From an optimization exercise on the open Yosys and OpenROAD flow, aimed at small area, a short achievable clock period and few clock cycles; shortcuts taken in it are not production practice. Function was checked by simulation only, so behaviour that the tests miss may differ from the original. No activity file was given, so power comes from the tool's default toggle rates.

File: flow/design.v
package dcache_geom_pkg;
  typedef logic [32-1:0] word_t;   
  typedef logic [26-1:0]  tag_t;    
  typedef logic [3-1:0]  index_t;  
  typedef logic [$clog2(2)-1:0] way_sel_t;
  typedef struct packed {
    tag_t                                 tag;
    index_t                               idx;
    logic [$clog2(2)-1:0]   blkoff;   
    logic [2-1:0]        bytoff;   
  } dc_addr_t;
  typedef struct packed {
    tag_t                          tag;
    word_t [2-1:0]   block;   
    logic                          valid;
    logic                          dirty;   
  } line_t;
endpackage
package dcache_ctrl_pkg;
  typedef enum logic [3:0] {
    IDLE,        
    WB0,         
    WB1,         
    FILL0,       
    FILL1,       
    FLUSH_W0L,   
    FLUSH_W0H,
    FLUSH_W1L,
    FLUSH_W1H,   
    FLUSHED      
  } dc_state_e;
  typedef enum logic [2:0] {
    NONE,
    HIT_WRITE,   
    FILL_WORD,   
    FILL_LAST,   
    CLEAN,       
    CLEAR_ALL    
  } arr_cmd_e;
endpackage
module dcache_array (
  input  logic                      CLK,
  input  logic                      nRST,
  input  logic                      dmemREN,
  input  logic                      dmemWEN,
  input  dcache_geom_pkg::dc_addr_t dmemaddr,
  input  dcache_geom_pkg::word_t    dmemstore,
  input  dcache_ctrl_pkg::arr_cmd_e arr_cmd,
  input  logic                      arr_word_sel,
  input  dcache_geom_pkg::word_t    arr_wdata,
  input  dcache_geom_pkg::index_t   flush_index,
  output logic                      hit,
  output dcache_geom_pkg::word_t    dmemload,
  output logic                      victim_dirty,
  output dcache_geom_pkg::tag_t     victim_tag,
  output dcache_geom_pkg::word_t    victim_word0,
  output dcache_geom_pkg::word_t    victim_word1,
  output dcache_geom_pkg::line_t    flush_line_w0,
  output dcache_geom_pkg::line_t    flush_line_w1
);
  dcache_geom_pkg::tag_t     tag_q  [2][8];
  dcache_geom_pkg::word_t    data_q [2][8][2];
  logic                      valid_q [2][8];
  logic                      dirty_q [2][8];
  dcache_geom_pkg::way_sel_t lru_q   [8];   
  dcache_geom_pkg::index_t   idx;
  dcache_geom_pkg::way_sel_t hit_way;
  dcache_geom_pkg::way_sel_t victim;
  logic [2-1:0]       way_hit;
  logic                      req;
  assign idx    = dmemaddr.idx;
  assign req    = dmemREN | dmemWEN;   
  assign victim = lru_q[idx];
  always_comb begin
    hit_way = '0;
    for (int w = 0; w < 2; w++) begin
      way_hit[w] = req && valid_q[w][idx] && (tag_q[w][idx] == dmemaddr.tag);
      if (way_hit[w]) hit_way = dcache_geom_pkg::way_sel_t'(w);
    end
  end
  assign hit      = |way_hit;
  assign dmemload = hit ? data_q[hit_way][idx][dmemaddr.blkoff] : '0;
  assign victim_dirty = valid_q[victim][idx] && dirty_q[victim][idx];
  assign victim_tag   = tag_q[victim][idx];
  assign victim_word0 = data_q[victim][idx][0];
  assign victim_word1 = data_q[victim][idx][1];
  always_comb begin
    flush_line_w0.tag   = tag_q[0][flush_index];
    flush_line_w0.valid = valid_q[0][flush_index];
    flush_line_w0.dirty = dirty_q[0][flush_index];
    flush_line_w1.tag   = tag_q[1][flush_index];
    flush_line_w1.valid = valid_q[1][flush_index];
    flush_line_w1.dirty = dirty_q[1][flush_index];
    for (int b = 0; b < 2; b++) begin
      flush_line_w0.block[b] = data_q[0][flush_index][b];
      flush_line_w1.block[b] = data_q[1][flush_index][b];
    end
  end
  always_ff @(posedge CLK) begin
    case (arr_cmd)
      dcache_ctrl_pkg::HIT_WRITE: begin
        if (hit) data_q[hit_way][idx][dmemaddr.blkoff] <= dmemstore;
      end
      dcache_ctrl_pkg::FILL_WORD, dcache_ctrl_pkg::FILL_LAST: begin
        tag_q[victim][idx]                <= dmemaddr.tag;   
        data_q[victim][idx][arr_word_sel] <= arr_wdata;
      end
      default: ;
    endcase
  end
  always_ff @(posedge CLK, negedge nRST) begin
    if (!nRST) begin
      for (int s = 0; s < 8; s++) begin
        lru_q[s] <= '0;
        for (int w = 0; w < 2; w++) begin
          valid_q[w][s] <= 1'b0;
          dirty_q[w][s] <= 1'b0;
        end
      end
    end else begin
      if (hit) lru_q[idx] <= ~hit_way;   
      case (arr_cmd)
        dcache_ctrl_pkg::HIT_WRITE: begin
          if (hit) dirty_q[hit_way][idx] <= 1'b1;
        end
        dcache_ctrl_pkg::FILL_WORD: begin
          valid_q[victim][idx] <= 1'b0;   
          dirty_q[victim][idx] <= 1'b0;
        end
        dcache_ctrl_pkg::FILL_LAST: begin
          valid_q[victim][idx] <= 1'b1;
          dirty_q[victim][idx] <= 1'b0;
        end
        dcache_ctrl_pkg::CLEAN: dirty_q[victim][idx] <= 1'b0;
        dcache_ctrl_pkg::CLEAR_ALL: begin
          for (int s = 0; s < 8; s++) begin
            lru_q[s] <= '0;
            for (int w = 0; w < 2; w++) begin
              valid_q[w][s] <= 1'b0;
              dirty_q[w][s] <= 1'b0;
            end
          end
        end
        default: ;
      endcase
    end
  end
endmodule
module dcache_ctrl (
  input  logic                      CLK,
  input  logic                      nRST,
  input  logic                      dmemREN,
  input  logic                      dmemWEN,
  input  logic                      halt,
  input  logic                      hit,
  input  dcache_geom_pkg::dc_addr_t dmemaddr,
  input  dcache_geom_pkg::word_t    dmemstore,
  input  logic                      victim_dirty,
  input  dcache_geom_pkg::tag_t     victim_tag,
  input  dcache_geom_pkg::word_t    victim_word0,
  input  dcache_geom_pkg::word_t    victim_word1,
  input  dcache_geom_pkg::line_t    flush_line_w0,
  input  dcache_geom_pkg::line_t    flush_line_w1,
  input  dcache_geom_pkg::word_t    wb_dat_i,
  input  logic                      wb_ack,
  output dcache_ctrl_pkg::arr_cmd_e arr_cmd,
  output logic                      arr_word_sel,
  output dcache_geom_pkg::word_t    arr_wdata,
  output dcache_geom_pkg::index_t   flush_index,
  output logic                      wb_cyc,
  output logic                      wb_stb,
  output logic                      wb_we,
  output dcache_geom_pkg::word_t    wb_adr,
  output dcache_geom_pkg::word_t    wb_dat_o,
  output logic                      flushed
);
  dcache_ctrl_pkg::dc_state_e state_q, state_d;
  dcache_geom_pkg::index_t    flush_idx_q;
  dcache_geom_pkg::line_t     flush_line;
  dcache_geom_pkg::dc_addr_t  bus_addr;
  logic                       req;
  logic                       flush_way;    
  logic                       flush_word;   
  logic                       step_dirty;
  logic                       flush_inc;
  assign req       = dmemREN | dmemWEN;
  assign flush_way  = (state_q == dcache_ctrl_pkg::FLUSH_W1L) || (state_q == dcache_ctrl_pkg::FLUSH_W1H);
  assign flush_word = (state_q == dcache_ctrl_pkg::FLUSH_W0H) || (state_q == dcache_ctrl_pkg::FLUSH_W1H);
  assign flush_line = flush_way ? flush_line_w1 : flush_line_w0;
  assign step_dirty = flush_line.valid && flush_line.dirty;   
  always_comb begin
    state_d      = state_q;
    arr_cmd      = dcache_ctrl_pkg::NONE;
    arr_word_sel = 1'b0;
    wb_cyc       = 1'b0;
    wb_we        = 1'b0;
    wb_dat_o     = '0;
    bus_addr     = '0;   
    flush_inc    = 1'b0;
    case (state_q)
      dcache_ctrl_pkg::IDLE: begin
        if (halt) begin
          state_d = dcache_ctrl_pkg::FLUSH_W0L;
        end else if (req && !hit) begin
          state_d = victim_dirty ? dcache_ctrl_pkg::WB0 : dcache_ctrl_pkg::FILL0;
        end else if (dmemWEN && hit) begin
          arr_cmd = dcache_ctrl_pkg::HIT_WRITE;   
        end
      end
      dcache_ctrl_pkg::WB0: begin
        wb_cyc       = 1'b1;
        wb_we        = 1'b1;
        bus_addr.tag = victim_tag;
        bus_addr.idx = dmemaddr.idx;
        wb_dat_o     = victim_word0;
        if (wb_ack) state_d = dcache_ctrl_pkg::WB1;
      end
      dcache_ctrl_pkg::WB1: begin
        wb_cyc          = 1'b1;
        wb_we           = 1'b1;
        bus_addr.tag    = victim_tag;
        bus_addr.idx    = dmemaddr.idx;
        bus_addr.blkoff = 1'b1;
        wb_dat_o        = victim_word1;
        if (wb_ack) begin
          arr_cmd = dcache_ctrl_pkg::CLEAN;
          state_d = dcache_ctrl_pkg::FILL0;
        end
      end
      dcache_ctrl_pkg::FILL0: begin
        wb_cyc       = 1'b1;
        bus_addr.tag = dmemaddr.tag;
        bus_addr.idx = dmemaddr.idx;
        if (wb_ack) begin
          arr_cmd = dcache_ctrl_pkg::FILL_WORD;
          state_d = dcache_ctrl_pkg::FILL1;
        end
      end
      dcache_ctrl_pkg::FILL1: begin
        wb_cyc          = 1'b1;
        bus_addr.tag    = dmemaddr.tag;
        bus_addr.idx    = dmemaddr.idx;
        bus_addr.blkoff = 1'b1;
        arr_word_sel    = 1'b1;
        if (wb_ack) begin
          arr_cmd = dcache_ctrl_pkg::FILL_LAST;   
          state_d = dcache_ctrl_pkg::IDLE;
        end
      end
      dcache_ctrl_pkg::FLUSH_W0L, dcache_ctrl_pkg::FLUSH_W0H,
      dcache_ctrl_pkg::FLUSH_W1L, dcache_ctrl_pkg::FLUSH_W1H: begin
        wb_cyc          = step_dirty;
        wb_we           = step_dirty;
        bus_addr.tag    = flush_line.tag;
        bus_addr.idx    = flush_idx_q;
        bus_addr.blkoff = flush_word;
        wb_dat_o        = flush_line.block[flush_word];
        if (!step_dirty || wb_ack) begin
          case (state_q)
            dcache_ctrl_pkg::FLUSH_W0L: state_d = dcache_ctrl_pkg::FLUSH_W0H;
            dcache_ctrl_pkg::FLUSH_W0H: state_d = dcache_ctrl_pkg::FLUSH_W1L;
            dcache_ctrl_pkg::FLUSH_W1L: state_d = dcache_ctrl_pkg::FLUSH_W1H;
            default: begin
              flush_inc = 1'b1;
              if (flush_idx_q == dcache_geom_pkg::index_t'(8 - 1)) begin
                arr_cmd = dcache_ctrl_pkg::CLEAR_ALL;   
                state_d = dcache_ctrl_pkg::FLUSHED;
              end else begin
                state_d = dcache_ctrl_pkg::FLUSH_W0L;
              end
            end
          endcase
        end
      end
      dcache_ctrl_pkg::FLUSHED: state_d = dcache_ctrl_pkg::FLUSHED;   
      default: state_d = dcache_ctrl_pkg::IDLE;
    endcase
  end
  assign wb_stb      = wb_cyc;      
  assign wb_adr      = bus_addr;
  assign arr_wdata   = wb_dat_i;    
  assign flush_index = flush_idx_q;
  assign flushed     = (state_q == dcache_ctrl_pkg::FLUSHED);
  always_ff @(posedge CLK, negedge nRST) begin
    if (!nRST) begin
      state_q     <= dcache_ctrl_pkg::IDLE;
      flush_idx_q <= '0;
    end else begin
      state_q <= state_d;
      if (flush_inc) flush_idx_q <= flush_idx_q + 1'b1;   
    end
  end
endmodule
module dcache (
  input  logic                     CLK,
  input  logic                     nRST,
  input  logic                     dmemREN,
  input  logic                     dmemWEN,
  input  logic                     halt,
  input  logic [31:0]              dmemaddr,
  input  logic [31:0]              dmemstore,
  output logic                     dhit,
  output logic                     flushed,
  output logic [31:0]              dmemload,
  input  logic [31:0]              wb_dat_i,
  input  logic                     wb_ack,
  output logic                     wb_cyc,
  output logic                     wb_stb,
  output logic                     wb_we,
  output logic [31:0]              wb_adr,
  output logic [31:0]              wb_dat_o
);
  dcache_geom_pkg::dc_addr_t addr_s;   
  assign addr_s = dmemaddr;
  dcache_ctrl_pkg::arr_cmd_e arr_cmd;
  logic                      arr_word_sel;
  dcache_geom_pkg::word_t    arr_wdata;
  dcache_geom_pkg::index_t   flush_index;
  logic                      hit;
  logic                      victim_dirty;
  dcache_geom_pkg::tag_t     victim_tag;
  dcache_geom_pkg::word_t    victim_word0;
  dcache_geom_pkg::word_t    victim_word1;
  dcache_geom_pkg::line_t    flush_line_w0;
  dcache_geom_pkg::line_t    flush_line_w1;
  assign dhit = hit;   
  dcache_array u_array (
    .CLK           (CLK),
    .nRST          (nRST),
    .dmemREN       (dmemREN),
    .dmemWEN       (dmemWEN),
    .dmemaddr      (addr_s),
    .dmemstore     (dmemstore),
    .arr_cmd       (arr_cmd),
    .arr_word_sel  (arr_word_sel),
    .arr_wdata     (arr_wdata),
    .flush_index   (flush_index),
    .hit           (hit),
    .dmemload      (dmemload),
    .victim_dirty  (victim_dirty),
    .victim_tag    (victim_tag),
    .victim_word0  (victim_word0),
    .victim_word1  (victim_word1),
    .flush_line_w0 (flush_line_w0),
    .flush_line_w1 (flush_line_w1)
  );
  dcache_ctrl u_ctrl (
    .CLK           (CLK),
    .nRST          (nRST),
    .dmemREN       (dmemREN),
    .dmemWEN       (dmemWEN),
    .halt          (halt),
    .hit           (hit),
    .dmemaddr      (addr_s),
    .dmemstore     (dmemstore),
    .victim_dirty  (victim_dirty),
    .victim_tag    (victim_tag),
    .victim_word0  (victim_word0),
    .victim_word1  (victim_word1),
    .flush_line_w0 (flush_line_w0),
    .flush_line_w1 (flush_line_w1),
    .wb_dat_i      (wb_dat_i),
    .wb_ack        (wb_ack),
    .arr_cmd       (arr_cmd),
    .arr_word_sel  (arr_word_sel),
    .arr_wdata     (arr_wdata),
    .flush_index   (flush_index),
    .wb_cyc        (wb_cyc),
    .wb_stb        (wb_stb),
    .wb_we         (wb_we),
    .wb_adr        (wb_adr),
    .wb_dat_o      (wb_dat_o),
    .flushed       (flushed)
  );
endmodule
File: flow/run.sh
#!/bin/bash
# synth_recipe.tcl (not shown) runs the flow's synth.tcl, then flattens the netlist and writes it again
# the make line also repeats each setting of config.mk as NAME=value (left out here)
make -C /OpenROAD-flow-scripts/flow DESIGN_CONFIG=/design/flow/config.mk WORK_HOME=/design/flow/orfs CLKGATE_MAP_FILE= SYNTH_SCRIPT=/design/flow/synth_recipe.tcl finish
File: flow/config.mk
export PLATFORM = sky130hd
export DESIGN_NAME = dcache
export DESIGN_NICKNAME = dcache
export VERILOG_FILES = /design/flow/design.v
export SDC_FILE = /design/flow/constraint.sdc
export NUM_CORES = 4
export LEC_CHECK = 0
export CAP_MARGIN = 20
export CORE_MARGIN = 2
export CORE_UTILIZATION = 40
export SETUP_SLACK_MARGIN = 0.3
export SLEW_MARGIN = 20
File: flow/constraint.sdc
create_clock -name core_clock -period 7.5 [get_ports {CLK}]
set_input_delay 1.5000 -clock core_clock [delete_from_list [all_inputs] [get_ports {CLK}]]
set_output_delay 1.5000 -clock core_clock [all_outputs]
set_load 0.01 [all_outputs]
==> impl_metrics.xml <==
<?xml version="1.0" encoding="UTF-8"?>
<metrics>
  <group name="worst_setup_path">
    <metric name="endpoint_kind_of_the_worst_setup_timing_path" unit="">output port</metric>
    <metric name="path_buf_inv" unit="">8</metric>
    <metric name="crit_path_start_kind" unit="">input port</metric>
    <metric name="criticalPathCategory" unit="">in2out</metric>
    <metric name="critical_path_peak_fanout" unit="">17</metric>
    <metric name="critPathArrivalTime" unit="ns">5.69</metric>
    <metric name="critical_path.most_common_cell" unit="">buf_4</metric>
    <metric name="worstPathRequired" unit="ns">6.00</metric>
    <metric name="slowest_cp_cell" unit="">clkdlybuf4s50_1</metric>
    <metric name="path_cells" unit="">clkbuf_8 -&gt; or2_4 -&gt; buf_4 -&gt; a211oi_1 -&gt; a211o_1 -&gt; xor2_2 -&gt; nand4_1 -&gt; or4_4 -&gt; buf_12 -&gt; nor3_4 -&gt; buf_4 -&gt; nor2_1 -&gt; buf_12 -&gt; buf_4 -&gt; a21oi_1 -&gt; buf_4 -&gt; clkdlybuf4s50_1</metric>
    <metric name="cpLargestDelayFamily" unit="">buffers and inverters</metric>
    <metric name="max_stage_delay" unit="ns">0.56</metric>
  </group>
  <group name="floorplan">
    <metric name="die_area" unit="um2">188100</metric>
    <metric name="initial_core_util" unit="%">40.29</metric>
    <metric name="die-height" unit="um">433.7</metric>
    <metric name="core_box_area" unit="um2">183300</metric>
    <metric name="rows" unit="">157</metric>
    <metric name="pin_count" unit="">203</metric>
    <metric name="fp.dieW" unit="um">433.7</metric>
  </group>
  <group name="synth">
    <metric name="asyncSetResetFlopFracSynth" unit="%">3.161</metric>
    <metric name="synth_top_family_by_area" unit="">multiplexers</metric>
    <metric name="synth_top_area_share" unit="%">58.56</metric>
    <metric name="synth_edf_count" unit="">1440</metric>
    <metric name="ys_dominant_reg_cell" unit="">edfxtp_1</metric>
    <metric name="synthesis.area" unit="um2">73840</metric>
    <metric name="ys_seq_area_share" unit="%">60.15</metric>
    <metric name="synth.yosys.warnings" unit="">5</metric>
    <metric name="ys_ff_latch" unit="">1487</metric>
    <metric name="adder_cell_fraction_of_synth_area" unit="%">0.1017</metric>
    <metric name="synth_mux_area_share" unit="%">24.41</metric>
    <metric name="fraction_of_the_mapped_netlist_area_in_simple_logic_gates" unit="%">4.811</metric>
    <metric name="synth_top_cell_by_area" unit="">edfxtp_1</metric>
    <metric name="synthTopCellsByArea" unit="">edfxtp_1 59%, mux4_2 21%, mux2i_1 2.4%, nand2_1 2.2%, dfrtp_1 1.6%</metric>
    <metric name="fraction_of_synthesized_cell_area_in_xor_and_xnor_cells" unit="%">0.5693</metric>
    <metric name="synth_cell_types" unit="">82</metric>
    <metric name="synthCells" unit="">4503</metric>
    <metric name="syn-mean-instance-area" unit="um2">16.40</metric>
    <metric name="synth_compound_gate_area_share" unit="%">7.532</metric>
  </group>
  <group name="clock_network">
    <metric name="clockBufferDepth" unit="">3</metric>
    <metric name="number_of_buffers_created_by_cts" unit="">161</metric>
    <metric name="clock_tree.root_cell" unit="">clkbuf_16</metric>
    <metric name="cts_hold_buf" unit="">0</metric>
    <metric name="ctsHtreeMaxLevel" unit="">4</metric>
    <metric name="worst_setup_hold_path_clk_slew" unit="ns">0.06</metric>
    <metric name="cts_tree" unit="">done</metric>
    <metric name="insertion_delay" unit="ns">0.83</metric>
    <metric name="cts.sink_count" unit="">1487</metric>
  </group>
  <group name="routing">
    <metric name="route.antenna.remaining_nets" unit="">0</metric>
    <metric name="via_per_inst" unit="">6.623</metric>
    <metric name="post-route-drc-count" unit="">0</metric>
    <metric name="dr.pass1.iters" unit="">6</metric>
    <metric name="avgRoutedWirePerCell" unit="um">34.48</metric>
    <metric name="dr.first_iter.drc_count" unit="">7049</metric>
    <metric name="detailroute.via_count" unit="">48818</metric>
    <metric name="routed_wl" unit="um">254100</metric>
  </group>
  <group name="worst_hold_path">
    <metric name="worstHoldPathType" unit="">reg2reg</metric>
  </group>
  <group name="layout">
    <metric name="finish.utilization" unit="%">47.07</metric>
    <metric name="ff_latch_area" unit="um2">44430</metric>
    <metric name="final_common_cell" unit="">edfxtp_1</metric>
    <metric name="areaGrowthSynthToFinish" unit="%">16.82</metric>
    <metric name="most_frequent_cells_in_the_layout" unit="">1440 x edfxtp_1, 684 x mux4_2, 416 x nand2_1</metric>
    <metric name="post_route_cells_drive_above_1_share" unit="%">28.66</metric>
    <metric name="multi_input_gate_area_in_the_final_layout" unit="um2">28490</metric>
    <metric name="nNetsFinal" unit="">4898</metric>
    <metric name="nFillCells" unit="">15482</metric>
  </group>
  <group name="sta">
    <metric name="setup_violations" unit="">0</metric>
    <metric name="rsz_0062_raised_after_global_routing" unit="">yes</metric>
    <metric name="fmax" unit="MHz">139.1</metric>
    <metric name="final_period_minus_worst_setup_slack" unit="ns">7.188</metric>
    <metric name="final_critical_path_setup_slack" unit="ns">0.3123</metric>
    <metric name="timing_max_transition_violations_final" unit="">0</metric>
    <metric name="final.period_utilization" unit="%">95.84</metric>
    <metric name="timing.setup.tns" unit="ns">0</metric>
    <metric name="final_hold_viol_count" unit="">0</metric>
    <metric name="actual_transition_at_the_worst_max_transition_pin" unit="ns">1.104</metric>
    <metric name="fin_skew" unit="ns">0.03845</metric>
    <metric name="rel_slew_slack" unit="%">26.20</metric>
  </group>
  <group name="global_route">
    <metric name="first_pass_grt_wire_length" unit="um">355500</metric>
    <metric name="first_global_vias" unit="">47838</metric>
    <metric name="gr-usage-all-layers" unit="%">26.71</metric>
    <metric name="pin_count_of_the_biggest_net_entering_global_routing" unit="">147</metric>
    <metric name="grt-ovfl-total" unit="">0</metric>
    <metric name="antenna_found_initial" unit="">4</metric>
  </group>
  <group name="place">
    <metric name="globalplace.congestion" unit="">0.9082</metric>
    <metric name="place_ws" unit="ns">-0.1133</metric>
    <metric name="hpwlAfterDp" unit="um">147500</metric>
    <metric name="placement.io_buffers" unit="">198</metric>
  </group>
  <group name="pwr">
    <metric name="power" unit="W">0.02502</metric>
    <metric name="ir_worst_vdd" unit="mV">0.2241</metric>
    <metric name="static-leakage-power" unit="nW">27.51</metric>
    <metric name="p_per_area" unit="nW/um2">290.0</metric>
  </group>
  <group name="outcome">
    <metric name="status" unit="">complete, no violations</metric>
  </group>
  <group name="flow_run">
    <metric name="max-cap-violations" unit="">0</metric>
  </group>
</metrics>
[synthesized netlist by cell type (all sizes together) (76+ instances only)]
master and count:
o21ai 124, buf 155, nor2 125, nand2 429
mux2i 174, mux4 684, a21oi 154, mux2 78
edfxtp 1440, o22ai 99, a211oi 76, clkbuf 232
[worst paths after layout]
path,startpoint,endpoint,slack [ns],depth (start not counted)
max,dmemaddr[5],dmemload[19],0.31,17
min,u_array.dirty_q[13]$_DFFE_PN0P_,u_array.dirty_q[13]$_DFFE_PN0P_,0.55,2
max reg2reg,u_ctrl.state_q[0]$_DFFE_PN0P_,u_array.tag_q[8][21]$_DFFE_PP_,2.15,8
min reg2reg,u_array.dirty_q[13]$_DFFE_PN0P_,u_array.dirty_q[13]$_DFFE_PN0P_,0.55,2
max in group asynchronous,nRST,u_ctrl.flush_idx_q[0]$_DFFE_PN0P_,6.19,2
min in group asynchronous,nRST,u_ctrl.state_q[0]$_DFFE_PN0P_,0.80,2
[sequential cells by signal, summed over array words and instances, names as in the netlist]
register            flops
u_array.data_q       1024
u_array.tag_q         416
u_array.dirty_q        16
u_array.valid_q        16
u_array.lru_q           8
u_ctrl.state_q          4
u_ctrl.flush_idx_q      3
[final cells by class]
cell class                 instances  area share [%]
sequential                      1487           51.51
multi-input combinational       2604           33.03
timing repair buffer             510           6.072
clock buffer                     200           4.840
tap                             2464           3.574
clock inverter                    76          0.8398
inverter                          26          0.1247
antenna                            4         0.01160
[through the flow]
stage,hold slack (ns),std cells,instance area (um2)
4_1_cts,0.5416,7359,85990
3_3_place_gp,0.5212,7079,80890
3_5_place_dp,0.5321,7080,80930
5_1_grt,0.5790,7368,86250
6_report,0.5528,7371,86260
2_1_floorplan,0.4920,4504,73880
[routing by layer]
metal | vias to the layer above | routed length [um] | global-route usage [%] | share of wire (%)
met1 | 25574 | 95240 | 35.72 | 37
met2 | 3194 | 120100 | 42.55 | 47
met4 | 0 | 12950 | 12.30 | 5.1
met5 | - | 0 | 0 | 0
li1 | 19396 | - | - | -
met3 | 654 | 25870 | 4.857 | 10
[worst reg2reg max path, delay by kind of cell, from the launching register on]
kind,cells,cell delay (ns)
AO/OA/AOI/OAI,1,0.66
buffers and inverters,3,1.17
flip-flops,1,0.57
AND/OR/NAND/NOR,4,2.60
[power by group]
group	switching (W)	internal, W
sequential	0.000189	0.00980
combinational	0.00431	0.00312
clock	0.00340	0.00420
total	0.00789	0.0171
[what timing repair did]
action / CTS / global route
setup buffers: 2 / 2
setup endpoints to repair: 32 / 19
pin swaps: 3 / 6
resized for setup: 24 / 27
gates cloned: 1 / 0
endpoints found under the hold margin: 0 / 0
[cells by family (layout without fill, tap and decap cells)]
family                     Yosys count  after routing
AOI/OAI and AO/OA                  821            821
xor gates and xnor gates            48             48
adders and majority gates            6              6
buffers and inverters              413            812
DFF                               1487           1487
muxes                              936            936
other                                1              6
and+or+nand+nor                    791            791
Testbench counts, summed over its fixed seeds: cycles 23,495.

-- port drivers added, routing unchanged --
Ports are ideal in the flow. The routed layout listed here was re-timed in OpenROAD.
Step 1 sets driving cells, clkbuf_16 on the clock port and buf_2 on the other inputs (assumed; they add their load-dependent delay and slew).
Step 2 also shifts input and output timing later by t, the mid clock arrival at the registers, as if the neighbouring blocks saw the same clock.
a / b / c = ideal / step 1 / step 2; a / b = the first two.
shift t [ns]: 0.891
setup WS [ns]: 0.312 / 0.194 / 0.194
hold slack, ns: 0.553 / 0.553 / 0.553
latest minus earliest clock arrival (ns): 0.039 / 0.038
cell pins on the clock port's net: 1
After both steps setup and hold are still met in this run. For this run, drivers alone change the setup slack by -0.118 ns; drivers and shift together by -0.118 ns.
